This is an optimization exercise on Yosys and OpenROAD, whose aim is small area, a short achievable clock period and few clock cycles per item, not a production implementation. RTL that was checked went through simulation tests only; none was proved equivalent to the original. Function not checked in runs 1 to 3: the RTL went through the layout flow alone. Power and IR drop assume default switching activity.

File: design/flow/run.sh
#!/bin/bash
# synth_recipe.tcl (not shown) runs the flow's synth.tcl, then flattens the netlist and writes it again
# the make line also repeats each setting of config.mk as NAME=value (left out here)
make -C /OpenROAD-flow-scripts/flow DESIGN_CONFIG=/design/flow/config.mk WORK_HOME=/design/flow/orfs CLKGATE_MAP_FILE= SYNTH_SCRIPT=/design/flow/synth_recipe.tcl finish
File: design/flow/config.mk
export PLATFORM = sky130hd
export DESIGN_NAME = oqke_top
export DESIGN_NICKNAME = oqke_top
export VERILOG_FILES = /design/flow/design.v
export SDC_FILE = /design/flow/constraint.sdc
export NUM_CORES = 4
export LEC_CHECK = 0
export ABC_CLOCK_PERIOD_IN_PS = 2200
export CAP_MARGIN = 20
export CORE_MARGIN = 2
export CORE_UTILIZATION = 40
export SETUP_SLACK_MARGIN = 2.8
export SLEW_MARGIN = 20
File: design/flow/constraint.sdc
create_clock -name core_clock -period 5.0 [get_ports {clk}]
set_input_delay 1.0000 -clock core_clock [delete_from_list [all_inputs] [get_ports {clk}]]
set_output_delay 1.0000 -clock core_clock [all_outputs]
set_load 0.01 [all_outputs]
File: design/flow/design.v
package oqke_pkg;
    localparam logic [2:0] OP_INSERT  = 3'd0;
    localparam logic [2:0] OP_SEARCH  = 3'd1;
    localparam logic [2:0] OP_MODIFY  = 3'd2;
    localparam logic [2:0] OP_DELETE  = 3'd3;
    localparam logic [2:0] OP_DISPLAY = 3'd4;
    localparam logic [1:0] ST_OK      = 2'd0;
    localparam logic [1:0] ST_MISSING = 2'd1;
    localparam logic [1:0] ST_EMPTY   = 2'd2;
    localparam logic [1:0] ST_FULL    = 2'd3;
    typedef struct packed {
        logic [2:0]         op;
        logic signed [31:0] key;
        logic signed [31:0] new_value;
    } request_t;
    typedef struct packed {
        logic [1:0]         status;
        logic signed [31:0] element;
        logic               last;
        logic [4:0]         entries_held;
    } result_t;
    typedef struct packed {
        logic capture;      
        logic write_tail;   
        logic write_first;  
        logic shift;        
        logic rotate;       
    } cell_cmd_t;
endpackage
module oqke_cell (
    input  logic               clk,
    input  logic               we,       
    input  logic               sh,       
    input  logic signed [31:0] wdata,
    input  logic signed [31:0] nbr,
    input  logic signed [31:0] cmp_key,
    input  logic               eq_w,     
    input  logic               eq_nbr,   
    output logic signed [31:0] entry,
    output logic               eq,       
    output logic               hit       
);
    logic hold;
    assign hold = !(we || sh);
    assign eq   = (entry == cmp_key);
    always_ff @(posedge clk)
    begin
        entry <= ({32{we}} & wdata) | ({32{sh}} & nbr) | ({32{hold}} & entry);
        hit   <= (we & eq_w) | (sh & eq_nbr) | (hold & eq);
    end
endmodule
module oqke_ctrl #(
    parameter int DEPTH = 16,
    parameter int CW    = 5
) (
    input  logic                  clk,
    input  logic                  rst_n,
    input  logic                  start,
    output logic                  busy,
    input  oqke_pkg::request_t    request,
    output oqke_pkg::result_t     result,
    output logic                  done,
    input  logic [DEPTH-1:0]      hit_reg,
    input  logic signed [31:0]    head,
    output logic [DEPTH-1:0]      we,
    output logic [DEPTH-1:0]      sh,
    output logic signed [31:0]    key,
    output logic signed [31:0]    wdata,
    input  logic                  eq_head,
    output logic                  eq_w
);
    logic               va_r;
    logic [2:0]         opa_r;
    logic signed [31:0] keya_r;
    logic signed [31:0] nva_r;
    logic               vb_r;
    logic [2:0]         opb_r;
    logic signed [31:0] wdb_r;
    logic               insb_r, modb_r, delb_r, dispb_r;
    logic               eqx_r;       
    logic [CW-1:0]      count_r, count_next;
    logic [DEPTH-1:0]   hm_r, hm_next;       
    logic               disp_r;
    logic [CW-1:0]      dleft_r;
    logic               busy_r;
    logic               done_r;
    oqke_pkg::result_t  result_r, result_next;
    logic [DEPTH-1:0]   held, tail, lasth, hit, after, first;
    logic               any_hit, empty, full;
    logic               is_ins, is_mod, is_del, is_disp, is_other;
    logic               rot;
    logic [CW-1:0]      cur_rem;
    logic               take;
    assign take = start && !busy_r;
    assign held  = hm_r;
    assign tail  = ~hm_r & {hm_r[DEPTH-2:0], 1'b1};
    assign lasth = hm_r & ~{1'b0, hm_r[DEPTH-1:1]};
    assign hit     = hit_reg & held;
    assign any_hit = |hit;
    always_comb
    begin
        after[0] = hit[0];
        for (int i = 1; i < DEPTH; i++)
            after[i] = after[i - 1] | hit[i];
    end
    assign first = hit & ~(after << 1);
    assign empty    = !hm_r[0];
    assign full     = hm_r[DEPTH-1];
    assign is_ins   = insb_r;
    assign is_mod   = modb_r;
    assign is_del   = delb_r;
    assign is_disp  = dispb_r;
    assign is_other = opb_r > oqke_pkg::OP_DISPLAY;
    assign rot     = (is_disp && !empty) || disp_r;
    assign cur_rem = disp_r ? dleft_r : count_r;
    assign wdata = rot ? head : wdb_r;
    assign key   = keya_r;
    assign eq_w  = rot ? eq_head : eqx_r;
    always_comb
    begin
        for (int i = 0; i < DEPTH; i++)
        begin
            we[i] = (is_ins && !full && tail[i]) || (is_mod && first[i]) || (rot && lasth[i]);
            sh[i] = (is_del && after[i]) || (rot && held[i] && !lasth[i]);
        end
    end
    always_comb
    begin
        count_next = count_r;
        hm_next    = hm_r;
        if (is_ins && !full)
        begin
            count_next = count_r + CW'(1);
            hm_next    = {hm_r[DEPTH-2:0], 1'b1};
        end
        else if (is_del && any_hit)
        begin
            count_next = count_r - CW'(1);
            hm_next    = {1'b0, hm_r[DEPTH-1:1]};
        end
    end
    always_comb
    begin
        result_next.element      = '0;
        result_next.last         = 1'b1;
        result_next.entries_held = 5'(count_next);
        if (opb_r == oqke_pkg::OP_INSERT)
            result_next.status = full ? oqke_pkg::ST_FULL : oqke_pkg::ST_OK;
        else if (is_other)
            result_next.status = oqke_pkg::ST_OK;
        else if (empty)
            result_next.status = oqke_pkg::ST_EMPTY;
        else if (!any_hit && opb_r != oqke_pkg::OP_DISPLAY)
            result_next.status = oqke_pkg::ST_MISSING;
        else
            result_next.status = oqke_pkg::ST_OK;
        if (rot)
        begin
            result_next.status  = oqke_pkg::ST_OK;
            result_next.element = head;
            result_next.last    = (cur_rem == CW'(1));
        end
    end
    always_ff @(posedge clk or negedge rst_n)
    begin
        if (!rst_n)
        begin
            va_r    <= 1'b0;
            vb_r    <= 1'b0;
            insb_r  <= 1'b0;
            modb_r  <= 1'b0;
            delb_r  <= 1'b0;
            dispb_r <= 1'b0;
            count_r <= '0;
            hm_r    <= '0;
            disp_r  <= 1'b0;
            busy_r  <= 1'b0;
            done_r  <= 1'b0;
        end
        else
        begin
            va_r    <= take;
            vb_r    <= va_r;
            insb_r  <= va_r && (opa_r == oqke_pkg::OP_INSERT);
            modb_r  <= va_r && (opa_r == oqke_pkg::OP_MODIFY);
            delb_r  <= va_r && (opa_r == oqke_pkg::OP_DELETE);
            dispb_r <= va_r && (opa_r == oqke_pkg::OP_DISPLAY);
            count_r <= count_next;
            hm_r    <= hm_next;
            disp_r  <= rot && (cur_rem != CW'(1));
            busy_r  <= (take && request.op == oqke_pkg::OP_DISPLAY)
                    || (va_r && opa_r == oqke_pkg::OP_DISPLAY && hm_next[2])
                    || (rot && cur_rem >= CW'(4));
            done_r  <= vb_r || disp_r;
        end
    end
    always_ff @(posedge clk)
    begin
        opa_r    <= request.op;
        keya_r   <= request.key;
        nva_r    <= request.new_value;
        opb_r    <= opa_r;
        wdb_r    <= (opa_r == oqke_pkg::OP_INSERT) ? keya_r : nva_r;
        eqx_r    <= (request.key == ((opa_r == oqke_pkg::OP_INSERT) ? keya_r : nva_r));
        dleft_r  <= cur_rem - CW'(1);
        result_r <= result_next;
    end
    assign busy   = busy_r;
    assign done   = done_r;
    assign result = result_r;
endmodule
module ordered_queue_with_key_edit #(
    parameter int DEPTH = 16
) (
    input  logic                clk,
    input  logic                rst_n,
    input  logic                start,
    output logic                busy,
    input  oqke_pkg::request_t  request,
    output oqke_pkg::result_t   result,
    output logic                done
);
    localparam int CW = $clog2(DEPTH + 1);
    logic [DEPTH-1:0]   eq, hit, we, sh;
    logic signed [31:0] key, wdata;
    logic               eq_w;
    logic signed [31:0] entry [DEPTH];
    oqke_ctrl #(
        .DEPTH (DEPTH),
        .CW    (CW)
    ) u_ctrl (
        .clk     (clk),
        .rst_n   (rst_n),
        .start   (start),
        .busy    (busy),
        .request (request),
        .result  (result),
        .done    (done),
        .hit_reg (hit),
        .head    (entry[0]),
        .we      (we),
        .sh      (sh),
        .key     (key),
        .wdata   (wdata),
        .eq_head (eq[0]),
        .eq_w    (eq_w)
    );
    for (genvar i = 0; i < DEPTH; i++)
    begin : g_cell
        localparam int N = (i == DEPTH - 1) ? i : i + 1;
        oqke_cell u_cell (
            .clk     (clk),
            .we      (we[i]),
            .sh      (sh[i]),
            .wdata   (wdata),
            .nbr     (entry[N]),
            .cmp_key (key),
            .eq_w    (eq_w),
            .eq_nbr  (eq[N]),
            .entry   (entry[i]),
            .eq      (eq[i]),
            .hit     (hit[i])
        );
    end
endmodule
module oqke_top (
    input  logic        clk,
    input  logic        rst_n,
    input  logic        start,
    output logic        busy,
    input  logic [2:0]  req_op,
    input  logic [31:0] req_key,
    input  logic [31:0] req_new_value,
    output logic [1:0]  res_status,
    output logic [31:0] res_element,
    output logic        res_last,
    output logic [4:0]  res_entries_held,
    output logic        done
);
    oqke_pkg::request_t request;
    oqke_pkg::result_t  result;
    assign request.op        = req_op;
    assign request.key       = req_key;
    assign request.new_value = req_new_value;
    ordered_queue_with_key_edit #(
        .DEPTH (16)
    ) u_queue (
        .clk     (clk),
        .rst_n   (rst_n),
        .start   (start),
        .busy    (busy),
        .request (request),
        .result  (result),
        .done    (done)
    );
    assign res_status       = result.status;
    assign res_element      = result.element;
    assign res_last         = result.last;
    assign res_entries_held = result.entries_held;
endmodule
==> impl_metrics.csv, run 1 <==
group,metric,value,unit
grt,antenna_found_initial,3,
placed_design,port_buffers,111,
synthesis,synth-edff-count,0,
die,die_area,81000,um2
synthesis,avgSynthCellArea,9.67,um2
timing,max_slew.worst_pin.slew,0.728,ns
timing,hold_violations,0,
route,dr.pass1.iters,6,
route,vias,31400,
run_status,status,"finished clean",
placed_design,gp_congestion,0.916,
finish,multi_input_area,18300,um2
clock_tree,clk_pin_slew,0.07,ns
synthesis,synthAdderAreaFrac,0.00199,
die,coreArea,77700,um2
die,die_y,285,um
synthesis,synth_nets,3334,
die,die_w,285,um
die,ioPinCount,112,
synthesis,async_flop_share,0.0425,
grt,grtUsageTotal,0.356,
timing,maxSlewViolCount,0,
die,row_count,102,
setup_path,cp.required,5.53,ns
synthesis,syn-instance-count,3259,
timing,timing.final.crit_share,0.538,
finish,largest_reg_flops,512,
synthesis,yosys.area_share.simple,0.133,
die,start_util,0.405,
grt,grt_max_degree,35,
worst_hold_path,hold_class,"reg2reg",
route,wl_per_cell,33.1,um
route,drt-total-wl,156,mm
setup_path,cp.arrival,3.22,ns
finish,seq_area,14400,um2
timing,fmax,0.372,GHz
synthesis,synth-seq-cells,706,
clock_tree,clk_latency,0.66,ns
route,drc,0,
placed_design,detailed_place_hpwl,82.7,mm
job,maxCapViolCount,0,
synthesis,synth_top_family_by_area,"compound AO/OA/AOI/OAI gates",
synthesis,seq_area_frac_synth,0.453,
synthesis,ys_types,70,
route,viasPerCell,6.65,
clock_tree,clockBufferDepth,3,
synthesis,ys.flop_type,"dfxtp_1",
route,drt_iter0_markers,5217,
setup_path,timing_worst_setup_path_type,"reg2reg",
pwr,power_per_cell_area,515,nW/um2
clock_tree,h-tree-depth,3,
pwr,ir_drop,0.000286,V
clock_tree,tritoncts,"built",
synthesis,synth_mux_area_frac,0.00826,
grt,grt_pass1_vias,29000,
timing,setup_viol,0,
route,antenna_left,0,
clock_tree,cts_made_buffers,79,
timing,setup_tns,0,ns
setup_path,cp-start-kind,"register",
timing,relSlewSlack,0.513,
finish,syn_to_final_growth,43.3,%
finish,final_nets,3698,
timing,min_period,2.69,ns
synthesis,synth.cell_area,31500,um2
finish,nFillCells,6033,
synthesis,ys.warnings.count,4,
grt,grt-ovfl-total,0,
timing,fin_skew,0.0389,ns
synthesis,synth-compound-area-share,0.205,
setup_path,worst-path-max-fanout,13,
pwr,total_power,0.0233,W
clock_tree,clockRootBuffer,"clkbuf_16",
clock_tree,clock_sinks,706,
finish,top_regs,"u_queue.g_cell.u_cell.entry x512, u_queue.u_ctrl.result_r x40",
setup_path,critPathCaptureType,"register",
grt,grt_pass1_wl,211,mm
finish,drive_above_1_share,0.273,
finish,top_register,"u_queue.g_cell.u_cell.entry",
synthesis,synth_xor_area_frac,0.152,
pwr,p_leak,18.4,nW
timing,rsz0062_at_grt,"yes",
==> path summary, 6_finish.rpt <==
path,start,to,slack (ns),depth (start not counted)
min reg2reg,u_queue.u_ctrl.opa_r[1]$_DFF_P_,u_queue.u_ctrl.opb_r[1]$_DFF_P_,0.42,0
max reg2reg,u_queue.u_ctrl.hm_r[5]$_DFFE_PN0P_,u_queue.g_cell[15].u_cell.entry[28]$_DFF_P_,2.31,9
max,u_queue.u_ctrl.hm_r[5]$_DFFE_PN0P_,u_queue.g_cell[15].u_cell.entry[28]$_DFF_P_,2.31,9
min in group asynchronous,rst_n,u_queue.u_ctrl.hm_r[12]$_DFFE_PN0P_,0.76,2
min,u_queue.u_ctrl.opa_r[1]$_DFF_P_,u_queue.u_ctrl.opb_r[1]$_DFF_P_,0.42,0
max in group asynchronous,rst_n,u_queue.u_ctrl.delb_r$_DFF_PN0_,3.88,2
==> kinds of logic (layout without fill, tap and decap cells) <==
| kind of cell | after synthesis | in the layout |
|---|---|---|
| simple gates | 921 | 926 |
| compound gates | 708 | 716 |
| flops | 706 | 706 |
| xor+xnor | 546 | 546 |
| buf+inv | 348 | 755 |
| mux | 25 | 27 |
| fa+ha+maj | 5 | 5 |
| other cells | 0 | 1 |
==> synth_stat cells (all sizes together), types with 22 or more instances <==
library cell / n / share of area
nand2: 123 / 0.015
a22oi: 22 / 0.0052
inv: 38 / 0.0045
clkbuf: 232 / 0.028
xor2: 402 / 0.11
nor2: 510 / 0.061
a221o: 480 / 0.15
o2bb2ai: 34 / 0.0095
dfrtp: 30 / 0.024
buf: 78 / 0.014
dfxtp: 676 / 0.43
a21oi: 47 / 0.0088
and2: 39 / 0.0077
xnor2: 144 / 0.040
o21ai: 37 / 0.0059
nand4: 64 / 0.013
nor4: 109 / 0.022
==> critical path: stages (launching register included) <==
cell	delay, ns
dfrtp_2	0.55
a222oi_1	0.31
buf_4	0.22
nand4_1	0.20
buf_4	0.22
buf_6	0.12
o21a_4	0.26
or2_4	0.36
clkbuf_16	0.21
o2bb2ai_4	0.12
==> through the flow <==
step	std cells	cell area [um2]	util	setup slack, ns	hold slack (ns)
3_3_place_gp	4198	33700	0.434	1.73	0.414
3_5_place_dp	4198	33800	0.434	1.69	0.431
5_1_grt	4721	45100	0.581	2.31	0.425
4_1_cts	4658	43000	0.554	2.41	0.420
6_report	4722	45100	0.581	2.31	0.417
2_1_floorplan	3259	32000	-	2.55	0.386
==> report_power, final <==
part	internal, W	leakage [nW]	switching (W)	total, W
clock network	0.00354	1.30	0.00256	0.00610
logic	0.00417	11.2	0.00470	0.00887
registers	0.00678	5.93	0.00152	0.00830
==> what timing repair did <==
| action | 4_1_cts | 5_1_grt |
|---|---|---|
| resized for setup | 780 | 256 |
| hold buffers | 0 | 0 |
| buffers inserted | 233 | 37 |
| pin swaps | 117 | 112 |
| hold endpoints to repair | 0 | 0 |
| setup endpoints to repair | 599 | 561 |
| gates cloned | 88 | 26 |
==> metal layers <==
metal  global-route usage  wire [um]  share of wire  vias to the layer above
met5                    0         10       0.000064                        -
met4                0.236      13900          0.089                        2
met3                0.111      22300           0.14                      717
met2                0.497      62500           0.40                     2842
met1                0.470      57600           0.37                    15100
li1                     -          -              -                    12700
==> cells in the final DEF, fill, tap and decap left out, drive strengths merged, types with 7 or more instances in the layout <==
cell           count
a21oi             47
a221o            480
a221oi             7
a22o               9
a22oi             22
a32o               9
and2              39
and3               9
buf              471
clkbuf           135
clkdlybuf4s15     12
clkdlybuf4s50     66
clkinv            15
dfrtp             30
dfxtp            676
inv               40
mux2              10
mux2i             17
nand2            123
nand2b             7
nand3             20
nand4             64
nor2             510
nor2b             21
nor4             109
o21ai             37
o221ai             9
o2bb2ai           34
xnor2            144
xor2             402
==> cell type report <==
class	instances	area share
Antenna cell	1	0.0000554
Inverter	38	0.00316
Tap cell	1040	0.0288
Clock buffer	115	0.0513
Timing Repair Buffer	578	0.185
Multi-Input combinational cell	2220	0.405
Sequential cell	706	0.319
Clock inverter	24	0.00751
==> run 2: changes to the inputs <==
--- a/design/flow/config.mk
+++ b/design/flow/config.mk
@@ -9,5 +9,6 @@
 export CAP_MARGIN = 20
 export CORE_MARGIN = 2
-export CORE_UTILIZATION = 40
+export CORE_UTILIZATION = 65
+export PLACE_DENSITY = 0.75
 export SETUP_SLACK_MARGIN = 2.8
 export SLEW_MARGIN = 20
==> impl_metrics.csv, run 2 <==
group,metric,value,unit
run_status,status,"stopped before the end",
run_status,haltStage,"global routing (5_1_grt)",
run_status,stop_error,"[ERROR GRT-0232] Routing congestion too high. Check the congestion heatmap in the GUI.",
synthesis,synth.top_cells.by_area,"dfxtp_1 43%, a221o_1 15%, xor2_1 11%, nor2_1 6.1%, xnor2_1 4.0%",
clock_tree,h-tree-depth,3,
placed_design,place_area,33100,um2
synthesis,ys.flop_type,"dfxtp_1",
grt,grtUsageTotal,0.841,
die,die_w,224,um
synthesis,synth-seq-cells,706,
synthesis,synth.top_cell.area_share,0.429,
clock_tree,clockBufferDepth,3,
synthesis,ys.warnings.count,4,
clock_tree,cts_made_buffers,73,
synthesis,synth.most_common_cell,"dfxtp_1",
placed_design,gp_congestion,0.958,
synthesis,ys_types,70,
timing,worst_path_end_type,"sequential cell input",
clock_tree,clockRootBuffer,"clkbuf_16",
synthesis,yosys-top-cells-count,"676 x dfxtp_1, 510 x nor2_1, 480 x a221o_1",
timing,grt_worst_setup_endpoint,"u_queue.g_cell[14].u_cell.entry[10]$_DFF_P_/D",
synthesis,synth_largest_area_cell,"dfxtp_1",
synthesis,avgSynthCellArea,9.67,um2
die,start_util,0.659,
synthesis,async_flop_share,0.0425,
die,row_count,80,
die,die_y,224,um
clock_tree,clock_sinks,706,
grt,grt_max_degree,38,
placed_design,detailed_place_hpwl,78.3,mm
synthesis,synth-edff-count,0,
synthesis,synth.cell_area,31500,um2
placed_design,port_buffers,111,
die,ioPinCount,112,
grt,grt-ovfl-total,239,
synthesis,synth_nets,3334,
synthesis,syn-instance-count,3259,
synthesis,seq_area_frac_synth,0.453,
run 2: worst max path at each step:
| stage | start | endpoint | slack [ns] | cells past startpoint |
|---|---|---|---|---|
| after global placement | u_queue.u_ctrl.hm_r[0]$_DFFE_PN0P_ | u_queue.g_cell[9].u_cell.hit$_DFF_P_ | 0.92 | 6 |
| after floorplan | u_queue.u_ctrl.hm_r[7]$_DFFE_PN0P_ | u_queue.g_cell[11].u_cell.entry[22]$_DFF_P_ | 2.55 | 8 |
| after detailed placement | u_queue.u_ctrl.hm_r[0]$_DFFE_PN0P_ | u_queue.g_cell[9].u_cell.entry[29]$_DFF_P_ | 0.85 | 5 |
| after CTS | u_queue.u_ctrl.hm_r[5]$_DFFE_PN0P_ | u_queue.g_cell[14].u_cell.entry[20]$_DFF_P_ | 2.50 | 7 |
run 2: power groups by stage:
stage | Clock (W) | Sequential [W] | Combinational [W]
after floorplan | 0 | 0.00764 | 0.00347
after global placement | 0 | 0.00818 | 0.00486
after detailed placement | 0 | 0.00820 | 0.00499
after CTS | 0.00555 | 0.00811 | 0.00788
run 2: logic make-up after synthesis:
family                   share of synthesized area
buffers and inverters                       0.0466
XOR/XNOR                                     0.152
multiplexers                               0.00826
flip-flops                                   0.453
adder cells (fa/ha/maj)                    0.00199
AND/OR/NAND/NOR                              0.133
AO/OA/AOI/OAI                                0.205
run 2: what timing repair did:
action                                  CTS
hold buffers                              0
endpoints found under the setup margin  599
setup buffers                           197
gates cloned                             72
resized for setup                       740
pin swaps                               134
run 2: metal layers:
layer,track usage,GRT overflow
met1,0.836,3
met2,0.952,115
met3,0.747,5
met4,0.841,114
met5,0.524,2
run 2: through the flow:
step | utilization | std cells | setup slack [ns] | hold slack, ns | power, W
floorplan | - | 3259 | 2.55 | 0.386 | 0.0111
global placement | 0.692 | 3767 | 0.924 | 0.414 | 0.0130
CTS | 0.863 | 4166 | 2.50 | 0.426 | 0.0215
detailed placement | 0.693 | 3768 | 0.851 | 0.442 | 0.0132
==> run 3: changes to the inputs <==
--- a/design/flow/config.mk
+++ b/design/flow/config.mk
@@ -10,4 +10,6 @@
 export CORE_MARGIN = 2
 export CORE_UTILIZATION = 65
+export CTS_CLUSTER_DIAMETER = 80
+export CTS_CLUSTER_SIZE = 30
 export PLACE_DENSITY = 0.75
 export SETUP_SLACK_MARGIN = 2.8
==> impl_metrics.csv, run 3 <==
group,metric,value,unit
route,drt_iter0_markers,6436,
timing,maxSlewViolCount,0,
synthesis,ys.warnings.count,4,
route,drc,0,
synthesis,yosys-top-cells-count,"676 x dfxtp_1, 510 x nor2_1, 480 x a221o_1",
synthesis,synth.most_common_cell,"dfxtp_1",
synthesis,async_flop_share,0.0425,
run_status,status,"finished clean",
clock_tree,h-tree-depth,2,
die,die_area,50300,um2
timing,setup_tns,0,ns
setup_path,worst-path-max-fanout,8,
synthesis,ys_types,70,
clock_tree,clockBufferDepth,3,
setup_path,cp.required,5.52,ns
timing,fmax,0.376,GHz
synthesis,synth.top_cell.area_share,0.429,
route,wl_met2,56.2,mm
pwr,ir_drop,0.000307,V
finish,final_common_cell,"dfxtp_1",
pwr,cellInternalPower,0.0113,W
synthesis,synth.cell_area,31500,um2
clock_tree,clockRootBuffer,"clkbuf_16",
finish,largest_reg_flops,512,
route,vias,31700,
setup_path,cp_slowest_cell,"or3b_4",
synthesis,synth-seq-cells,706,
die,ioPinCount,112,
synthesis,avgSynthCellArea,9.67,um2
placed_design,port_buffers,111,
route,wl_met3,24.3,mm
finish,final_cell_mix,"638 x dfxtp_1, 499 x nor2_1, 480 x a221o_1",
pwr,p_leak,16.3,nW
route,wl_per_cell,34.9,um
finish,syn_to_final_growth,26.0,%
setup_path,cp-start-kind,"register",
pwr,power.switching,0.00757,W
route,antenna_left,0,
setup_path,critPathBufInv,2,
job,maxCapViolCount,0,
die,row_count,80,
finish,top_regs,"u_queue.g_cell.u_cell.entry x512, u_queue.u_ctrl.result_r x40",
timing,hold_violations,0,
pwr,p_clk_frac,0.195,
synthesis,synth-edff-count,0,
pwr,comb_power_share,0.367,
setup_path,cpPeakStageDelay,0.49,ns
finish,final_nets,3533,
finish,drive_above_1_share,0.203,
die,die_y,224,um
timing,fin_skew,0.0224,ns
die,coreArea,47800,um2
grt,grt_pass1_wl,187,mm
grt,grt_pass1_vias,28100,
pwr,switching_share,0.401,
route,viasPerCell,7.74,
timing,whs,0.442,ns
setup_path,cp.arrival,3.18,ns
clock_tree,cts_made_buffers,37,
clock_tree,tritoncts,"built",
timing,setup_viol,0,
synthesis,synth_nets,3334,
route,top_layer,"met5",
grt,grt_max_degree,44,
setup_path,cp_cell_sequence,"a222oi_1 -> buf_4 -> nand4_1 -> buf_6 -> or3b_4 -> a32o_2 -> a221o_1",
grt,grt-ovfl-total,0,
finish,top_register,"u_queue.g_cell.u_cell.entry",
timing,rsz0062_at_grt,"yes",
placed_design,detailed_place_hpwl,78.3,mm
synthesis,synth_largest_area_cell,"dfxtp_1",
synthesis,syn-instance-count,3259,
die,die_w,224,um
setup_path,timing_worst_setup_path_type,"reg2reg",
setup_path,crit_family,"compound AO/OA/AOI/OAI gates",
finish,fin_util,0.830,
worst_hold_path,hold_class,"reg2reg",
setup_path,critPathCaptureType,"register",
grt,antenna_found_initial,6,
pwr,power_per_cell_area,475,nW/um2
clock_tree,clk_pin_slew,0.11,ns
route,met1_length,47.0,mm
timing,relSlewSlack,0.501,
timing,min_period,2.66,ns
synthesis,ys.flop_type,"dfxtp_1",
timing,max_slew.worst_pin.slew,0.746,ns
route,drt-total-wl,143,mm
route,dr.pass1.iters,10,
placed_design,gp_congestion,0.958,
grt,grtUsageTotal,0.501,
timing,timing.final.crit_share,0.532,
pwr,p_seq_frac,0.437,
clock_tree,clk_latency,0.62,ns
clock_tree,clock_sinks,706,
synthesis,synth.top_cells.by_area,"dfxtp_1 43%, a221o_1 15%, xor2_1 11%, nor2_1 6.1%, xnor2_1 4.0%",
synthesis,seq_area_frac_synth,0.453,
die,start_util,0.659,
==> run 3: cell counts after synthesis <==
Identical to the previous run, type by type.
==> run 3: power groups by stage <==
stage / logic (W) / registers, W / clock network, W
finish: 0.00694 / 0.00825 / 0.00369
global route: 0.00706 / 0.00824 / 0.00382
CTS: 0.00590 / 0.00807 / 0.00362
detailed placement: 0.00499 / 0.00820 / 0
global placement: 0.00486 / 0.00818 / 0
floorplan: 0.00347 / 0.00764 / 0
==> run 3: metal layers <==
layer  global-route usage  up-vias
met1                0.652    14900
met3                0.155     1066
li1                     -    12400
met4                0.358        8
met2                0.704     3445
met5                    0        -
==> run 3: layout make-up <==
class                   count  area (um2)
multi-input cells        2245       17900
flip-flops and latches    706       14400
fillers                  2663        8140
repair buffers            430        5280
clock buffers              39         953
well taps                 615         769
clock inverters            22         283
inverters                  38         143
diodes                      5        12.5
==> run 3: path summary, 6_finish.rpt <==
path	from	to	slack [ns]	cells after the start
min	u_queue.u_ctrl.opa_r[1]$_DFF_P_	u_queue.u_ctrl.opb_r[1]$_DFF_P_	0.44	0
min reg2reg	u_queue.u_ctrl.opa_r[1]$_DFF_P_	u_queue.u_ctrl.opb_r[1]$_DFF_P_	0.44	0
max	u_queue.u_ctrl.hm_r[1]$_DFFE_PN0P_	u_queue.g_cell[14].u_cell.entry[8]$_DFF_P_	2.34	7
max in group asynchronous	rst_n	u_queue.u_ctrl.delb_r$_DFF_PN0_	3.86	2
min in group asynchronous	rst_n	u_queue.u_ctrl.count_r[2]$_DFF_PN0_	0.79	2
max reg2reg	u_queue.u_ctrl.hm_r[1]$_DFFE_PN0P_	u_queue.g_cell[14].u_cell.entry[8]$_DFF_P_	2.34	7
==> run 3: cell families after synthesis <==
| group | synth area share |
|---|---|
| muxes | 0.00826 |
| xor gates and xnor gates | 0.152 |
| adders and majority gates | 0.00199 |
| AOI/OAI and AO/OA | 0.205 |
| and+or+nand+nor | 0.133 |
| buffers and inverters | 0.0466 |
| DFF | 0.453 |
==> run 3: per-stage QoR <==
stage                     setup slack (ns)  std cells  instance area (um2)  power, W
final                                 2.34       4100                39700    0.0189
after global routing                  2.32       4096                39700    0.0191
after CTS                             2.52       3997                37800    0.0176
after detailed placement             0.851       3768                33100    0.0132
after global placement               0.924       3767                33100    0.0130
after floorplan                       2.55       3259                32000    0.0111
==> run 3: timing repair <==
item	4_1_cts	5_1_grt
gates resized for setup	440	230
endpoints found under the setup margin	599	585
cloned	47	34
pin swaps	44	82
hold buffers	0	0
buffers inserted	121	64
==> run 4: changes to the inputs <==
--- a/design/flow/design.v
+++ b/design/flow/design.v
@@ -37,4 +37,5 @@
     input  logic               eq_w,     
     input  logic               eq_nbr,   
+    input  logic               held,     
     output logic signed [31:0] entry,
     output logic               eq,       
@@ -43,5 +44,5 @@
     logic hold;
     assign hold = !(we || sh);
-    assign eq   = (entry == cmp_key);
+    assign eq   = held && (entry == cmp_key);
     always_ff @(posedge clk)
     begin
@@ -62,4 +63,5 @@
     output logic                  done,
     input  logic [DEPTH-1:0]      hit_reg,
+    output logic [DEPTH-1:0]      held,
     input  logic signed [31:0]    head,
     output logic [DEPTH-1:0]      we,
@@ -86,5 +88,5 @@
     logic               done_r;
     oqke_pkg::result_t  result_r, result_next;
-    logic [DEPTH-1:0]   held, tail, lasth, hit, after, first;
+    logic [DEPTH-1:0]   tail, lasth, hit, after, first;
     logic               any_hit, empty, full;
     logic               is_ins, is_mod, is_del, is_disp, is_other;
@@ -96,11 +98,10 @@
     assign tail  = ~hm_r & {hm_r[DEPTH-2:0], 1'b1};
     assign lasth = hm_r & ~{1'b0, hm_r[DEPTH-1:1]};
-    assign hit     = hit_reg & held;
+    assign hit     = hit_reg;
     assign any_hit = |hit;
     always_comb
     begin
-        after[0] = hit[0];
-        for (int i = 1; i < DEPTH; i++)
-            after[i] = after[i - 1] | hit[i];
+        for (int i = 0; i < DEPTH; i++)
+            after[i] = |(hit & DEPTH'((32'd1 << (i + 1)) - 32'd1));
     end
     assign first = hit & ~(after << 1);
@@ -222,5 +223,5 @@
 );
     localparam int CW = $clog2(DEPTH + 1);
-    logic [DEPTH-1:0]   eq, hit, we, sh;
+    logic [DEPTH-1:0]   eq, hit, we, sh, held;
     logic signed [31:0] key, wdata;
     logic               eq_w;
@@ -238,4 +239,5 @@
         .done    (done),
         .hit_reg (hit),
+        .held    (held),
         .head    (entry[0]),
         .we      (we),
@@ -257,5 +259,6 @@
             .cmp_key (key),
             .eq_w    (eq_w),
-            .eq_nbr  (eq[N]),
+            .eq_nbr  ((i == DEPTH - 1) ? 1'b0 : eq[N]),
+            .held    (held[i]),
             .entry   (entry[i]),
             .eq      (eq[i]),
==> design/flow/config.mk (replaced) <==
export PLATFORM = sky130hd
export DESIGN_NAME = oqke_top
export DESIGN_NICKNAME = oqke_top
export VERILOG_FILES = /design/flow/design.v
export SDC_FILE = /design/flow/constraint.sdc
export NUM_CORES = 4
export LEC_CHECK = 0
export CAP_MARGIN = 20
export CORE_MARGIN = 2
export CORE_UTILIZATION = 50
export SETUP_SLACK_MARGIN = 2.8
export SLEW_MARGIN = 20
==> impl_metrics.csv, run 4 <==
group,metric,value,unit
clock_tree,clock_sinks,706,
clock_tree,clockBufferDepth,3,
timing,max_slew.worst_pin.slew,1.38,ns
synthesis,synth.top_cells.by_area,"dfxtp_1 44%, a221o_1 15%, xor2_1 12%, nor2_1 6.0%, xnor2_1 3.6%",
synthesis,synth.most_common_cell,"dfxtp_1",
route,drt_iter0_markers,5570,
pwr,ir_drop,0.000483,V
grt,antenna_found_initial,2,
pwr,power.switching,0.00786,W
clock_tree,cts_made_buffers,77,
clock_tree,tritoncts,"built",
synthesis,synth_largest_area_cell,"dfxtp_1",
pwr,p_leak,18.5,nW
timing,min_period,2.54,ns
route,dr.pass1.iters,6,
timing,relSlewSlack,0.0754,
clock_tree,cts-hold-fix-buffers,0,
route,vias,31900,
synthesis,syn-instance-count,3218,
route,antenna_left,0,
synthesis,synth.top_cell.area_share,0.435,
die,die_area,64200,um2
clock_tree,clk_latency,0.65,ns
finish,largest_reg_flops,512,
worst_hold_path,hold_class,"reg2reg",
pwr,cellInternalPower,0.0133,W
pwr,p_seq_frac,0.387,
clock_tree,clockRootBuffer,"clkbuf_16",
timing,timing.final.crit_share,0.508,
synthesis,synth.cell_area,31100,um2
synthesis,synth-seq-cells,706,
setup_path,timing_worst_setup_path_type,"reg2reg",
pwr,switching_share,0.372,
finish,top_register,"u_queue.g_cell.u_cell.entry",
synthesis,async_flop_share,0.0425,
setup_path,cp-start-kind,"register",
finish,drive_above_1_share,0.303,
timing,setup_viol,0,
setup_path,critPathCaptureType,"register",
finish,final_cell_mix,"632 x dfxtp_1, 479 x a221o_1, 419 x xor2_1",
die,ioPinCount,112,
grt,grt_max_degree,39,
placed_design,gp_congestion,1.01,
pwr,comb_power_share,0.339,
job,maxCapViolCount,0,
timing,fin_skew,0.0366,ns
die,row_count,91,
timing,hold_violations,0,
finish,final_cells,4527,
die,die_y,253,um
setup_path,worst-path-max-fanout,8,
route,drc,0,
finish,syn_to_final_growth,43.8,%
run_status,status,"finished clean",
placed_design,dp_cells,3969,
synthesis,ys_types,63,
grt,grt_pass1_vias,27600,
route,viasPerCell,7.06,
placed_design,port_buffers,111,
pwr,power_per_cell_area,473,nW/um2
route,wl_per_cell,36.2,um
grt,grt-ovfl-total,0,
synthesis,ys.warnings.count,4,
pwr,p_clk_frac,0.274,
clock_tree,clk_pin_slew,0.06,ns
grt,grtUsageTotal,0.436,
die,coreArea,61600,um2
synthesis,yosys-top-cells-count,"676 x dfxtp_1, 494 x nor2_1, 479 x a221o_1",
die,die_w,253,um
die,start_util,0.505,
synthesis,synth_nets,3293,
finish,final_common_cell,"dfxtp_1",
placed_design,detailed_place_hpwl,87.8,mm
finish,final_nets,3707,
timing,rsz0062_at_grt,"yes",
timing,fmax,0.394,GHz
finish,top_regs,"u_queue.g_cell.u_cell.entry x512, u_queue.u_ctrl.result_r x40",
grt,grt_pass1_wl,201,mm
timing,setup_tns,0,ns
clock_tree,h-tree-depth,3,
finish,nFillCells,4249,
setup_path,cp.required,5.52,ns
synthesis,ys.flop_type,"dfxtp_1",
route,drt-total-wl,164,mm
setup_path,cp.arrival,3.06,ns
synthesis,avgSynthCellArea,9.66,um2
timing,maxSlewViolCount,0,
synthesis,synth-edff-count,0,
synthesis,seq_area_frac_synth,0.459,
-- run 4: cell count changes in the layout (fill, tap and decap cells not counted), moves of 24 or more --
cell / before / now
buf_4: 143 / 214
clkbuf_16: 52 / 128
nor2_1: 499 / 339
and2_4: 9 / 34
and2_1: 32 / 4
xnor2_1: 143 / 119
nor2_4: 12 / 114
nor2_2: 0 / 41
buf_12: 63 / 138
-- run 4: kinds of logic after synthesis --
family          Yosys count  synth area share
simple gates            917             0.134
flops                   706             0.459
compound gates          685             0.201
xor+xnor                549             0.155
buf+inv                 335            0.0422
mux                      21           0.00684
fa+ha+maj                 5           0.00201
-- run 4: layout make-up --
cell class | instances | area (um2) | share of cell area
antenna | 1 | 2.50 | 0.0000559
clock buffer | 110 | 2290 | 0.0513
clock inverter | 26 | 213 | 0.00475
inverter | 39 | 161 | 0.00361
multi-input combinational | 2198 | 18400 | 0.412
sequential | 706 | 14400 | 0.322
tap | 837 | 1050 | 0.0234
timing repair buffer | 610 | 8180 | 0.183
-- run 4: final timing paths --
| kind | from | slack (ns) | to | cells past startpoint |
|---|---|---|---|---|
| setup / recovery | u_queue.g_cell[9].u_cell.hit$_DFF_P_ | 2.46 | u_queue.g_cell[14].u_cell.entry[15]$_DFF_P_ | 8 |
| hold / removal | u_queue.u_ctrl.opa_r[2]$_DFF_P_ | 0.42 | u_queue.u_ctrl.opb_r[2]$_DFF_P_ | 0 |
| setup reg to reg | u_queue.g_cell[9].u_cell.hit$_DFF_P_ | 2.46 | u_queue.g_cell[14].u_cell.entry[15]$_DFF_P_ | 8 |
| hold reg to reg | u_queue.u_ctrl.opa_r[2]$_DFF_P_ | 0.42 | u_queue.u_ctrl.opb_r[2]$_DFF_P_ | 0 |
| max in group asynchronous | rst_n | 3.87 | u_queue.u_ctrl.delb_r$_DFF_PN0_ | 2 |
| min in group asynchronous | rst_n | 0.77 | u_queue.u_ctrl.modb_r$_DFF_PN0_ | 2 |
-- run 4: repair_timing --
item,in CTS,in global routing
gates resized for setup,515,557
endpoints found under the setup margin,599,534
cloned,30,73
buffers inserted,145,173
pin swaps,64,159
-- run 4: worst max-delay path: stages (launching register included) --
cell,delay (ns)
dfxtp_4,0.34
or4_4,0.55
or3_4,0.45
nor2b_4,0.19
a21o_1,0.24
nor2_4,0.09
buf_6,0.13
buf_16,0.14
a221o_1,0.29
-- run 4: layer usage --
layer | global-route usage | vias to the layer above | wire (um) | share of wire
met2 | 0.606 | 3075 | 64000 | 0.39
met3 | 0.110 | 731 | 26000 | 0.16
met5 | 0.00618 | - | 10 | 0.000061
met1 | 0.603 | 15500 | 59000 | 0.36
met4 | 0.265 | 2 | 14900 | 0.091
li1 | - | 12700 | - | -
-- run 4: through the flow --
stage                     utilization  cell area, um2  total power (W)  setup WS (ns)  hold slack [ns]
after floorplan                     -           31300           0.0103           2.69            0.386
after global placement          0.542           33400           0.0123           1.62            0.425
after detailed placement        0.542           33400           0.0124           1.55            0.423
after CTS                       0.644           39700           0.0188           2.55            0.420
after global routing            0.726           44700           0.0214           2.42            0.425
final                           0.726           44700           0.0212           2.46            0.417
-- run 4: power by group through the flow --
stage | Sequential [W] | Combinational, W | Clock, W
3_5_place_dp | 0.00811 | 0.00426 | 0
3_3_place_gp | 0.00811 | 0.00420 | 0
4_1_cts | 0.00800 | 0.00510 | 0.00573
5_1_grt | 0.00817 | 0.00725 | 0.00597
2_1_floorplan | 0.00754 | 0.00279 | 0
6_report | 0.00819 | 0.00718 | 0.00579
Testbench counts of run 4, summed over its fixed seeds: cycles 8,870, requests 4,800.
==> run 5: changes to the inputs <==
--- a/design/flow/config.mk
+++ b/design/flow/config.mk
@@ -8,5 +8,8 @@
 export CAP_MARGIN = 20
 export CORE_MARGIN = 2
-export CORE_UTILIZATION = 50
+export CORE_UTILIZATION = 65
+export CTS_CLUSTER_DIAMETER = 80
+export CTS_CLUSTER_SIZE = 30
+export PLACE_DENSITY = 0.75
 export SETUP_SLACK_MARGIN = 2.8
 export SLEW_MARGIN = 20
==> impl_metrics.csv, run 5 <==
group,metric,value,unit
run_status,status,"stopped before the end",
run_status,haltStage,"global routing (5_1_grt)",
run_status,stop_error,"[ERROR GRT-0232] Routing congestion too high. Check the congestion heatmap in the GUI.",
synthesis,synth-edff-count,0,
synthesis,ys_types,63,
synthesis,seq_area_frac_synth,0.459,
die,die_w,223,um
synthesis,synth_top_family_by_area,"compound AO/OA/AOI/OAI gates",
clock_tree,clockBufferDepth,3,
clock_tree,cts_made_buffers,35,
synthesis,ys.flop_type,"dfxtp_1",
synthesis,synth-compound-area-share,0.201,
clock_tree,h-tree-depth,2,
grt,grt_max_degree,37,
synthesis,syn-instance-count,3218,
placed_design,port_buffers,111,
synthesis,avgSynthCellArea,9.66,um2
synthesis,ys.warnings.count,4,
placed_design,dp_cells,3751,
die,ioPinCount,112,
synthesis,yosys-top-cells-count,"676 x dfxtp_1, 494 x nor2_1, 479 x a221o_1",
synthesis,synthAdderAreaFrac,0.00201,
synthesis,synth_largest_area_cell,"dfxtp_1",
grt,grt-ovfl-total,959,
placed_design,place_area,33100,um2
synthesis,synth_xor_area_frac,0.155,
synthesis,yosys.area_share.simple,0.134,
clock_tree,cts-hold-fix-buffers,0,
synthesis,synth_mux_area_frac,0.00684,
synthesis,synth.most_common_cell,"dfxtp_1",
synthesis,synth-seq-cells,706,
synthesis,synth_nets,3293,
die,die_y,223,um
placed_design,gp_congestion,1.04,
die,start_util,0.655,
clock_tree,clock_sinks,706,
clock_tree,clockRootBuffer,"clkbuf_16",
die,row_count,80,
synthesis,async_flop_share,0.0425,
placed_design,detailed_place_hpwl,78.7,mm
grt,grtUsageTotal,0.937,
synthesis,synth.top_cell.area_share,0.435,
synthesis,synth.top_cells.by_area,"dfxtp_1 44%, a221o_1 15%, xor2_1 12%, nor2_1 6.0%, xnor2_1 3.6%",
synthesis,synth.cell_area,31100,um2
## run 5: cell counts after synthesis
Identical to the previous run, type by type.
## run 5: worst max-delay path by stage
stage	start	to	slack [ns]	cells past startpoint
after floorplan	u_queue.g_cell[9].u_cell.hit$_DFF_P_	u_queue.g_cell[15].u_cell.entry[1]$_DFF_P_	2.69	8
after CTS	u_queue.g_cell[9].u_cell.hit$_DFF_P_	u_queue.u_ctrl.busy_r$_DFF_PN0_	2.47	9
after detailed placement	u_queue.u_ctrl.hm_r[15]$_DFFE_PN0P_	u_queue.g_cell[3].u_cell.hit$_DFF_P_	1.60	7
after global placement	u_queue.u_ctrl.hm_r[15]$_DFFE_PN0P_	u_queue.g_cell[3].u_cell.hit$_DFF_P_	1.62	7
## run 5: cells by family after synthesis
family          Yosys count
compound gates          685
xor+xnor                549
fa+ha+maj                 5
buf+inv                 335
flops                   706
mux                      21
simple gates            917
## run 5: power groups by stage
stage               clock network (W)  logic, W  registers, W
global placement                    0   0.00397       0.00811
detailed placement                  0   0.00409       0.00811
CTS                           0.00347   0.00627       0.00801
floorplan                           0   0.00279       0.00754
## run 5: per-layer routing
metal,global-route usage,overflow
met5,0.746,20
met4,0.956,305
met3,0.868,69
met2,1.02,492
met1,0.919,73
## run 5: metrics by stage
step	util	setup WS [ns]	hold WS, ns
after CTS	0.865	2.47	0.460
after floorplan	-	2.69	0.386
after global placement	0.696	1.62	0.445
after detailed placement	0.697	1.60	0.432
## run 5: what timing repair did
action	in CTS
resized for setup	789
pin swaps	149
gates cloned	80
setup endpoints to repair	599
buffers inserted	229
==> run 6: changes to the inputs <==
--- a/design/flow/config.mk
+++ b/design/flow/config.mk
@@ -8,8 +8,8 @@
 export CAP_MARGIN = 20
 export CORE_MARGIN = 2
-export CORE_UTILIZATION = 65
+export CORE_UTILIZATION = 70
 export CTS_CLUSTER_DIAMETER = 80
 export CTS_CLUSTER_SIZE = 30
-export PLACE_DENSITY = 0.75
+export PLACE_DENSITY = 0.8
 export SETUP_SLACK_MARGIN = 2.8
 export SLEW_MARGIN = 20
==> impl_metrics.csv, run 6 <==
group,metric,value,unit
grt,grt_max_degree,39,
clock_tree,clockBufferDepth,3,
synthesis,ys.flop_type,"dfxtp_1",
synthesis,ys_types,63,
synthesis,synth.top_cells.by_area,"dfxtp_1 44%, a221o_1 15%, xor2_1 12%, nor2_1 6.0%, xnor2_1 3.6%",
grt,grt-ovfl-total,814,
synthesis,synth.top_cell.area_share,0.435,
placed_design,port_buffers,111,
synthesis,synth_largest_area_cell,"dfxtp_1",
clock_tree,clock_sinks,706,
die,row_count,77,
synthesis,synth.most_common_cell,"dfxtp_1",
clock_tree,clockRootBuffer,"clkbuf_16",
synthesis,synth-seq-cells,706,
synthesis,async_flop_share,0.0425,
run_status,status,"stopped before the end",
synthesis,synth_nets,3293,
synthesis,ys.warnings.count,4,
die,start_util,0.706,
synthesis,yosys-top-cells-count,"676 x dfxtp_1, 494 x nor2_1, 479 x a221o_1",
die,die_w,215,um
placed_design,place_area,33000,um2
die,die_y,215,um
synthesis,synth.cell_area,31100,um2
run_status,stop_error,"[ERROR GRT-0232] Routing congestion too high. Check the congestion heatmap in the GUI.",
clock_tree,h-tree-depth,2,
placed_design,detailed_place_hpwl,79.0,mm
clock_tree,cts_made_buffers,34,
synthesis,synth-edff-count,0,
run_status,haltStage,"global routing (5_1_grt)",
die,ioPinCount,112,
grt,grtUsageTotal,0.939,
synthesis,avgSynthCellArea,9.66,um2
synthesis,syn-instance-count,3218,
placed_design,gp_congestion,1.01,
synthesis,seq_area_frac_synth,0.459,
[run 6: routing by layer]
metal	overflow	track usage
met1	37	0.917
met2	440	1.03
met3	61	0.871
met4	267	0.969
met5	9	0.703
[run 6: how the worst max path moves through the flow]
stage / from / endpoint / slack (ns) / cells after the start
after floorplan: u_queue.g_cell[9].u_cell.hit$_DFF_P_ / u_queue.g_cell[15].u_cell.entry[1]$_DFF_P_ / 2.69 / 8
after global placement: u_queue.g_cell[0].u_cell.hit$_DFF_P_ / u_queue.g_cell[9].u_cell.entry[7]$_DFF_P_ / 1.68 / 7
after detailed placement: u_queue.g_cell[0].u_cell.hit$_DFF_P_ / u_queue.g_cell[9].u_cell.entry[16]$_DFF_P_ / 1.60 / 7
after CTS: u_queue.g_cell[9].u_cell.hit$_DFF_P_ / u_queue.u_ctrl.hm_r[9]$_DFFE_PN0P_ / 2.57 / 8
[run 6: repair_timing]
item / 4_1_cts
setup endpoints to repair: 599
resized for setup: 543
buffers inserted: 163
pin swaps: 44
hold buffers: 0
endpoints found under the hold margin: 0
cloned: 45
[run 6: metrics by stage]
stage	instances	total power, W	setup WS, ns
2_1_floorplan	3218	0.0103	2.69
3_3_place_gp	3729	0.0120	1.68
3_5_place_dp	3730	0.0122	1.60
4_1_cts	3997	0.0166	2.57
[run 6: power groups by stage]
| stage | logic, W | clock network (W) | registers [W] |
|---|---|---|---|
| 4_1_cts | 0.00520 | 0.00343 | 0.00793 |
| 3_5_place_dp | 0.00412 | 0 | 0.00804 |
| 2_1_floorplan | 0.00279 | 0 | 0.00754 |
| 3_3_place_gp | 0.00399 | 0 | 0.00803 |
[run 6: cell families after synthesis]
logic type,share of synthesized area
AOI/OAI and AO/OA,0.201
xor gates and xnor gates,0.155
adders and majority gates,0.00201
buffers and inverters,0.0422
DFF,0.459
muxes,0.00684
and+or+nand+nor,0.134
==> run 7: changes to the inputs <==
--- a/design/flow/config.mk
+++ b/design/flow/config.mk
@@ -8,8 +8,9 @@
 export CAP_MARGIN = 20
 export CORE_MARGIN = 2
-export CORE_UTILIZATION = 70
+export CORE_UTILIZATION = 55
 export CTS_CLUSTER_DIAMETER = 80
 export CTS_CLUSTER_SIZE = 30
-export PLACE_DENSITY = 0.8
+export PLACE_DENSITY = 0.7
 export SETUP_SLACK_MARGIN = 2.8
 export SLEW_MARGIN = 20
+export TNS_END_PERCENT = 10
==> impl_metrics.csv, run 7 <==
group,metric,value,unit
setup_path,cp.arrival,3.09,ns
synthesis,ys_types,63,
run_status,status,"finished clean",
die,die_area,58500,um2
grt,grt_max_degree,38,
clock_tree,clockBufferDepth,3,
pwr,total_power,0.0170,W
synthesis,synth-seq-cells,706,
clock_tree,cts-hold-fix-buffers,0,
setup_path,cp_cell_sequence,"nand2b_4 -> nor2_1 -> a221oi_4 -> buf_4 -> nand4_1 -> o221ai_1",
grt,grt_pass1_vias,26700,
synthesis,ys.flop_type,"dfxtp_1",
die,start_util,0.554,
finish,largest_reg_flops,512,
finish,top_regs,"u_queue.g_cell.u_cell.entry x512, u_queue.u_ctrl.result_r x40",
synthesis,seq_area_frac_synth,0.459,
finish,final_cell_mix,"641 x dfxtp_1, 492 x nor2_1, 479 x a221o_1",
synthesis,synth.top_cells.by_area,"dfxtp_1 44%, a221o_1 15%, xor2_1 12%, nor2_1 6.0%, xnor2_1 3.6%",
finish,final_area,37800,um2
setup_path,crit_end,"u_queue.g_cell[0].u_cell.hit$_DFF_P_",
timing,setup_tns,0,ns
clock_tree,clk_pin_slew,0.11,ns
die,coreArea,56200,um2
synthesis,avgSynthCellArea,9.66,um2
finish,top_register,"u_queue.g_cell.u_cell.entry",
setup_path,cp-start-kind,"register",
synthesis,synth_nets,3293,
timing,timing.final.crit_share,0.515,
finish,final_common_cell,"dfxtp_1",
route,dr.pass1.iters,7,
grt,grt.busiest_layer,"met2",
clock_tree,clk_latency,0.62,ns
route,drt-total-wl,135,mm
grt,met2_usage,0.577,
setup_path,critPathBufInv,1,
synthesis,ys.warnings.count,4,
setup_path,critPathCaptureType,"register",
synthesis,syn-instance-count,3218,
synthesis,async_flop_share,0.0425,
die,die_w,242,um
timing,max_slew.worst_pin.slew,1.15,ns
synthesis,synth.cell_area,31100,um2
finish,drive_above_1_share,0.155,
timing,fin_skew,0.0370,ns
route,viasPerCell,7.08,
route,wl_per_cell,32.6,um
grt,antenna_found_initial,6,
setup_path,reg2reg_slack,2.42,ns
timing,min_period,2.58,ns
synthesis,synth_largest_area_cell,"dfxtp_1",
setup_path,r2r-end,"u_queue.g_cell[0].u_cell.hit$_DFF_P_",
clock_tree,tritoncts,"built",
route,drt_iter0_markers,5639,
timing,rsz0062_at_grt,"yes",
synthesis,synth.most_common_cell,"dfxtp_1",
timing,maxSlewViolCount,0,
pwr,p_leak,15.6,nW
die,die_y,242,um
setup_path,worstReg2RegStart,"u_queue.u_ctrl.hm_r[15]$_DFFE_PN0P_",
placed_design,detailed_place_hpwl,83.7,mm
setup_path,worst-path-max-fanout,34,
placed_design,port_buffers,111,
setup_path,startpoint,"u_queue.u_ctrl.hm_r[15]$_DFFE_PN0P_",
timing,setup_viol,0,
clock_tree,h-tree-depth,2,
setup_path,path_depth,6,
finish,nFillCells,4334,
route,drc,0,
clock_tree,clock_sinks,706,
setup_path,cp.required,5.52,ns
timing,relSlewSlack,0.221,
grt,grt_pass1_wl,184,mm
setup_path,timing_worst_setup_path_type,"reg2reg",
setup_path,rr_worst_depth,6,
route,antenna_left,0,
grt,use_met3,0.141,
placed_design,gp_congestion,1.03,
setup_path,cp_slowest_cell,"dfrtp_2",
grt,grtUsageTotal,0.423,
timing,whs,0.441,ns
setup_path,cpPeakStageDelay,0.56,ns
finish,multi_input_area,16500,um2
placed_design,place_area,33300,um2
die,ioPinCount,112,
pwr,ir_drop,0.000321,V
worst_hold_path,hold_class,"reg2reg",
timing,fmax,0.388,GHz
grt,grt-ovfl-total,0,
job,maxCapViolCount,0,
timing,hold_violations,0,
finish,seq_area,14400,um2
setup_path,crit_family,"simple AND/OR/NAND/NOR gates",
synthesis,yosys-top-cells-count,"676 x dfxtp_1, 494 x nor2_1, 479 x a221o_1",
finish,final_nets,3434,
route,vias,29300,
grt,use_met1,0.566,
pwr,power_per_cell_area,450,nW/um2
die,row_count,87,
finish,syn_to_final_growth,21.7,%
synthesis,synth-edff-count,0,
clock_tree,cts_made_buffers,35,
clock_tree,clockRootBuffer,"clkbuf_16",
synthesis,synth.top_cell.area_share,0.435,
[run 7: cell counts after synthesis]
No cell type changed its count.
[run 7: how the worst min path moves through the flow]
stage | slack, ns | start | cells after the start | end
after global placement | 0.42 | u_queue.u_ctrl.opb_r[2]$_DFF_P_ | 1 | u_queue.u_ctrl.result_r[38]$_SDFF_PN0_
after detailed placement | 0.42 | u_queue.u_ctrl.opb_r[2]$_DFF_P_ | 1 | u_queue.u_ctrl.result_r[38]$_SDFF_PN0_
final | 0.44 | u_queue.u_ctrl.opb_r[2]$_DFF_P_ | 1 | u_queue.u_ctrl.result_r[38]$_SDFF_PN0_
after floorplan | 0.39 | u_queue.u_ctrl.va_r$_DFF_PN0_ | 0 | u_queue.u_ctrl.vb_r$_DFF_PN0_
after CTS | 0.44 | u_queue.u_ctrl.opb_r[2]$_DFF_P_ | 1 | u_queue.u_ctrl.result_r[38]$_SDFF_PN0_
after global routing | 0.47 | u_queue.u_ctrl.opb_r[2]$_DFF_P_ | 1 | u_queue.u_ctrl.result_r[38]$_SDFF_PN0_
[run 7: through the flow]
step / std cells / utilization / setup slack, ns
2_1_floorplan: 3218 / - / 2.69
3_3_place_gp: 3897 / 0.592 / 1.01
3_5_place_dp: 3897 / 0.592 / 1.35
4_1_cts: 4030 / 0.641 / 2.50
5_1_grt: 4140 / 0.674 / 2.43
6_report: 4142 / 0.674 / 2.42
[run 7: cell type report]
cell class              count  area share
clock inverters            21     0.00750
multi-input cells        2182       0.437
inverters                  39     0.00397
repair buffers            395       0.120
clock buffers              41      0.0254
well taps                 756      0.0250
flip-flops and latches    706       0.381
diodes                      2    0.000132
[run 7: what timing repair did]
item / 4_1_cts / 5_1_grt
endpoints found under the setup margin: 599 / 599
gates cloned: 8 / 25
buffers inserted: 63 / 85
gates resized for setup: 192 / 163
pin swaps: 15 / 15
[run 7: cell families after synthesis]
kind of cell,count (synthesis),synth area share
compound gates,685,0.201
flops,706,0.459
mux,21,0.00684
fa+ha+maj,5,0.00201
simple gates,917,0.134
xor+xnor,549,0.155
buf+inv,335,0.0422
[run 7: where the power goes]
group          total (W)  internal [W]  switching, W
combinational    0.00515       0.00231       0.00283
clock            0.00370       0.00159       0.00211
sequential       0.00816       0.00669       0.00147
total             0.0170        0.0106       0.00641
[run 7: layer usage]
metal  vias to the layer above  routed length [um]  share of wire
met5                         -                  24        0.00018
met4                         4               11000          0.081
met3                       607               22600           0.17
met2                      2704               53400           0.40
met1                     14000               48000           0.36
li1                      12000                   -              -
==> run 8: changes to the inputs <==
--- a/design/flow/config.mk
+++ b/design/flow/config.mk
@@ -12,5 +12,5 @@
 export CTS_CLUSTER_SIZE = 30
 export PLACE_DENSITY = 0.7
-export SETUP_SLACK_MARGIN = 2.8
+export SETUP_SLACK_MARGIN = 2.5
 export SLEW_MARGIN = 20
 export TNS_END_PERCENT = 10
==> impl_metrics.csv, run 8 <==
group,metric,value,unit
setup_path,cp_slowest_cell,"clkdlybuf4s50_1",
setup_path,timing_worst_setup_path_type,"reg2out",
finish,final_cell_mix,"647 x dfxtp_1, 492 x nor2_1, 479 x a221o_1",
setup_path,cp_cell_sequence,"clkdlybuf4s50_1",
synthesis,synth_top_family_by_area,"compound AO/OA/AOI/OAI gates",
grt,use_met3,0.134,
placed_design,pre_cts_slack,1.57,ns
pwr,p_clk_frac,0.217,
timing,setup_slack,2.36,ns
synthesis,synth_largest_area_cell,"dfxtp_1",
clock_tree,cts_made_buffers,35,
grt,grtUsageTotal,0.430,
synthesis,synth-seq-cells,706,
finish,top_regs,"u_queue.g_cell.u_cell.entry x512, u_queue.u_ctrl.result_r x40",
synthesis,synth_nets,3293,
finish,top_register,"u_queue.g_cell.u_cell.entry",
job,maxCapViolCount,0,
setup_path,critPathBufInv,1,
die,die_w,242,um
synthesis,synth.top_cell.area_share,0.435,
synthesis,syn-instance-count,3218,
clock_tree,h-tree-depth,2,
timing,relSlewSlack,0.353,
die,row_count,87,
finish,nFillCells,4495,
placed_design,gp_congestion,0.994,
setup_path,worst-path-max-fanout,1,
setup_path,cp.arrival,1.64,ns
route,dr.pass1.iters,7,
synthesis,ys.flop_type,"dfxtp_1",
placed_design,dp_cells,3887,
die,coreArea,56200,um2
pwr,switching_share,0.376,
synthesis,synth_mux_area_frac,0.00684,
route,viasPerCell,7.02,
worst_hold_path,hold_end,"u_queue.u_ctrl.va_r$_DFF_PN0_",
synthesis,synth_xor_area_frac,0.155,
pwr,comb_power_share,0.296,
clock_tree,clk_pin_slew,0.12,ns
pwr,power.switching,0.00631,W
synthesis,synth-edff-count,0,
grt,grt_pass1_wl,185,mm
synthesis,yosys-top-cells-count,"676 x dfxtp_1, 494 x nor2_1, 479 x a221o_1",
placed_design,port_buffers,111,
clock_tree,clock_sinks,706,
pwr,p_seq_frac,0.487,
pwr,power_per_cell_area,464,nW/um2
finish,final_common_cell,"dfxtp_1",
grt,grt-ovfl-total,0,
setup_path,reg2reg_slack,2.38,ns
timing,rsz0062_at_grt,"yes",
timing,timing.final.crit_share,0.528,
timing,min_period,2.64,ns
die,die_area,58500,um2
timing,maxSlewViolCount,0,
timing,hold_violations,0,
synthesis,avgSynthCellArea,9.66,um2
finish,antennaDiodeCount,0,
synthesis,seq_area_frac_synth,0.459,
worst_hold_path,min_path_cells,1,
die,start_util,0.554,
grt,grt_max_degree,41,
grt,use_met1,0.579,
placed_design,detailed_place_hpwl,85.7,mm
synthesis,async_flop_share,0.0425,
grt,antenna_found_initial,1,
clock_tree,clk_latency,0.62,ns
route,vias,28300,
timing,whs,0.447,ns
finish,syn_to_final_growth,16.4,%
timing,fin_skew,0.0340,ns
setup_path,rr_worst_depth,7,
die,ioPinCount,112,
synthesis,synth.most_common_cell,"dfxtp_1",
synthesis,synth.top_cells.by_area,"dfxtp_1 44%, a221o_1 15%, xor2_1 12%, nor2_1 6.0%, xnor2_1 3.6%",
setup_path,crit_family,"buffers and inverters",
setup_path,r2r-end,"u_queue.g_cell[3].u_cell.hit$_DFF_P_",
route,drt-total-wl,131,mm
route,drc,0,
synthesis,ys.warnings.count,4,
synthesis,synth-compound-area-share,0.201,
grt,grt_pass1_vias,26400,
setup_path,cpPeakStageDelay,0.56,ns
run_status,status,"finished clean",
finish,final_nets,3328,
pwr,cellInternalPower,0.0105,W
timing,max_slew.worst_pin.slew,0.970,ns
setup_path,cp-start-kind,"register",
synthesis,ys_types,63,
die,die_y,242,um
timing,fmax,0.379,GHz
pwr,ir_drop,0.000404,V
setup_path,worstReg2RegStart,"u_queue.u_ctrl.keya_r[2]$_DFF_P_",
synthesis,synth.cell_area,31100,um2
synthesis,yosys.area_share.simple,0.134,
finish,fin_util,0.644,
worst_hold_path,hold_class,"reg2reg",
clock_tree,tritoncts,"built",
finish,drive_above_1_share,0.116,
worst_hold_path,holdCritStartpoint,"u_queue.u_ctrl.busy_r$_DFF_PN0_",
finish,final_cells,4033,
clock_tree,clockRootBuffer,"clkbuf_16",
route,drt_iter0_markers,4835,
grt,grt.busiest_layer,"met2",
setup_path,critPathCaptureType,"output port",
finish,largest_reg_flops,512,
clock_tree,clockBufferDepth,3,
route,antenna_left,0,
timing,setup_tns,0,ns
timing,setup_viol,0,
pwr,p_leak,14.6,nW
synthesis,synthAdderAreaFrac,0.00201,
setup_path,cp.required,4.00,ns
grt,met2_usage,0.600,
route,wl_per_cell,32.6,um
-- run 8: power by group through the flow --
| stage | clock, W | sequential [W] | combinational, W |
|---|---|---|---|
| 2_1_floorplan | 0 | 0.00753 | 0.00273 |
| 3_3_place_gp | 0 | 0.00814 | 0.00407 |
| 3_5_place_dp | 0 | 0.00815 | 0.00417 |
| 4_1_cts | 0.00363 | 0.00807 | 0.00466 |
| 5_1_grt | 0.00383 | 0.00821 | 0.00515 |
| 6_report | 0.00365 | 0.00819 | 0.00497 |
-- run 8: cells by family (layout without fill, tap and decap cells) --
group                      Yosys count  count (layout)
adders and majority gates            5               5
AOI/OAI and AO/OA                  685             688
xor gates and xnor gates           549             549
DFF                                706             706
buffers and inverters              335             390
and+or+nand+nor                    917             918
muxes                               21              21
-- run 8: per-stage QoR --
stage,total power (W),area (um2)
2_1_floorplan,0.0103,31100
3_3_place_gp,0.0122,33200
3_5_place_dp,0.0123,33200
6_report,0.0168,36200
4_1_cts,0.0164,35500
5_1_grt,0.0172,36200
-- run 8: how the worst max path moves through the flow --
stage,from,end,slack [ns],cells past startpoint
2_1_floorplan,u_queue.g_cell[8].u_cell.hit$_DFF_P_,u_queue.g_cell[15].u_cell.entry[1]$_DFF_P_,2.58,8
3_3_place_gp,u_queue.g_cell[0].u_cell.hit$_DFF_P_,u_queue.g_cell[15].u_cell.entry[5]$_DFF_P_,1.71,6
3_5_place_dp,u_queue.g_cell[0].u_cell.hit$_DFF_P_,u_queue.g_cell[15].u_cell.entry[31]$_DFF_P_,1.57,6
4_1_cts,u_queue.u_ctrl.hm_r[0]$_DFFE_PN0P_,u_queue.g_cell[7].u_cell.entry[26]$_DFF_P_,2.20,7
5_1_grt,u_queue.u_ctrl.keya_r[5]$_DFF_P_,u_queue.g_cell[3].u_cell.hit$_DFF_P_,2.35,7
6_report,u_queue.u_ctrl.result_r[35]$_SDFF_PP0_,res_element[29],2.36,1
-- run 8: layout make-up --
class	instances	area, um2	share of cell area
Inverter	39	146	0.00404
Tap cell	756	946	0.0261
Sequential cell	706	14400	0.397
Timing Repair Buffer	290	3160	0.0874
Clock buffer	41	961	0.0266
Multi-Input combinational cell	2181	16400	0.452
Clock inverter	20	255	0.00705
-- run 8: timing repair --
item	4_1_cts	5_1_grt
pin swaps	3	6
gates cloned	3	4
endpoints found under the setup margin	572	585
hold buffers	0	0
resized for setup	56	91
setup buffers	48	30
-- run 8: metal layers --
layer  up-vias  wire length, um
met5         -               22
met1     13700            49400
met3       503            20100
li1      11800                -
met2      2361            52600
met4         2             9390

## separate check: timing with driven ports
The results above use ideal ports. As a check the final layouts listed here were re-extracted and re-timed, cells and wires unchanged.
Step 1 (the two cells are an assumption about what drives the block):
set clk [get_ports {clk}]
set_driving_cell -lib_cell sky130_fd_sc_hd__clkbuf_16 $clk
set_driving_cell -lib_cell sky130_fd_sc_hd__buf_2 [delete_from_list [all_inputs] $clk]
Step 2 adds t to the input delays and takes it off the output delays; t is the mean of the earliest and latest rising clock arrival at the registers after step 1. Input paths then give back, and output paths get back, about the clock's delay inside the block.
Three values: ideal, step 1, step 2; two values: the first two.
run	shift t [ns]	setup WS [ns]	worst hold slack (ns)	worst setup path after step 2
run 1	0.720	2.310 / 2.310 / 1.944	0.417 / 0.417 / 0.417	input to register
run 3	0.683	2.341 / 2.341 / 1.912	0.442 / 0.442 / 0.442	input to register
run 4	0.700	2.462 / 2.462 / 2.172	0.417 / 0.417 / 0.417	input to register
run 7	0.674	2.423 / 2.423 / 1.926	0.441 / 0.441 / 0.441	input to register
run 8	0.669	2.358 / 2.293 / 1.869	0.447 / 0.447 / 0.447	input to register
After both steps setup and hold are still met in every run listed. For run 7, which loses most, drivers alone change the setup slack by 0.000 ns; drivers and shift together by -0.497 ns.
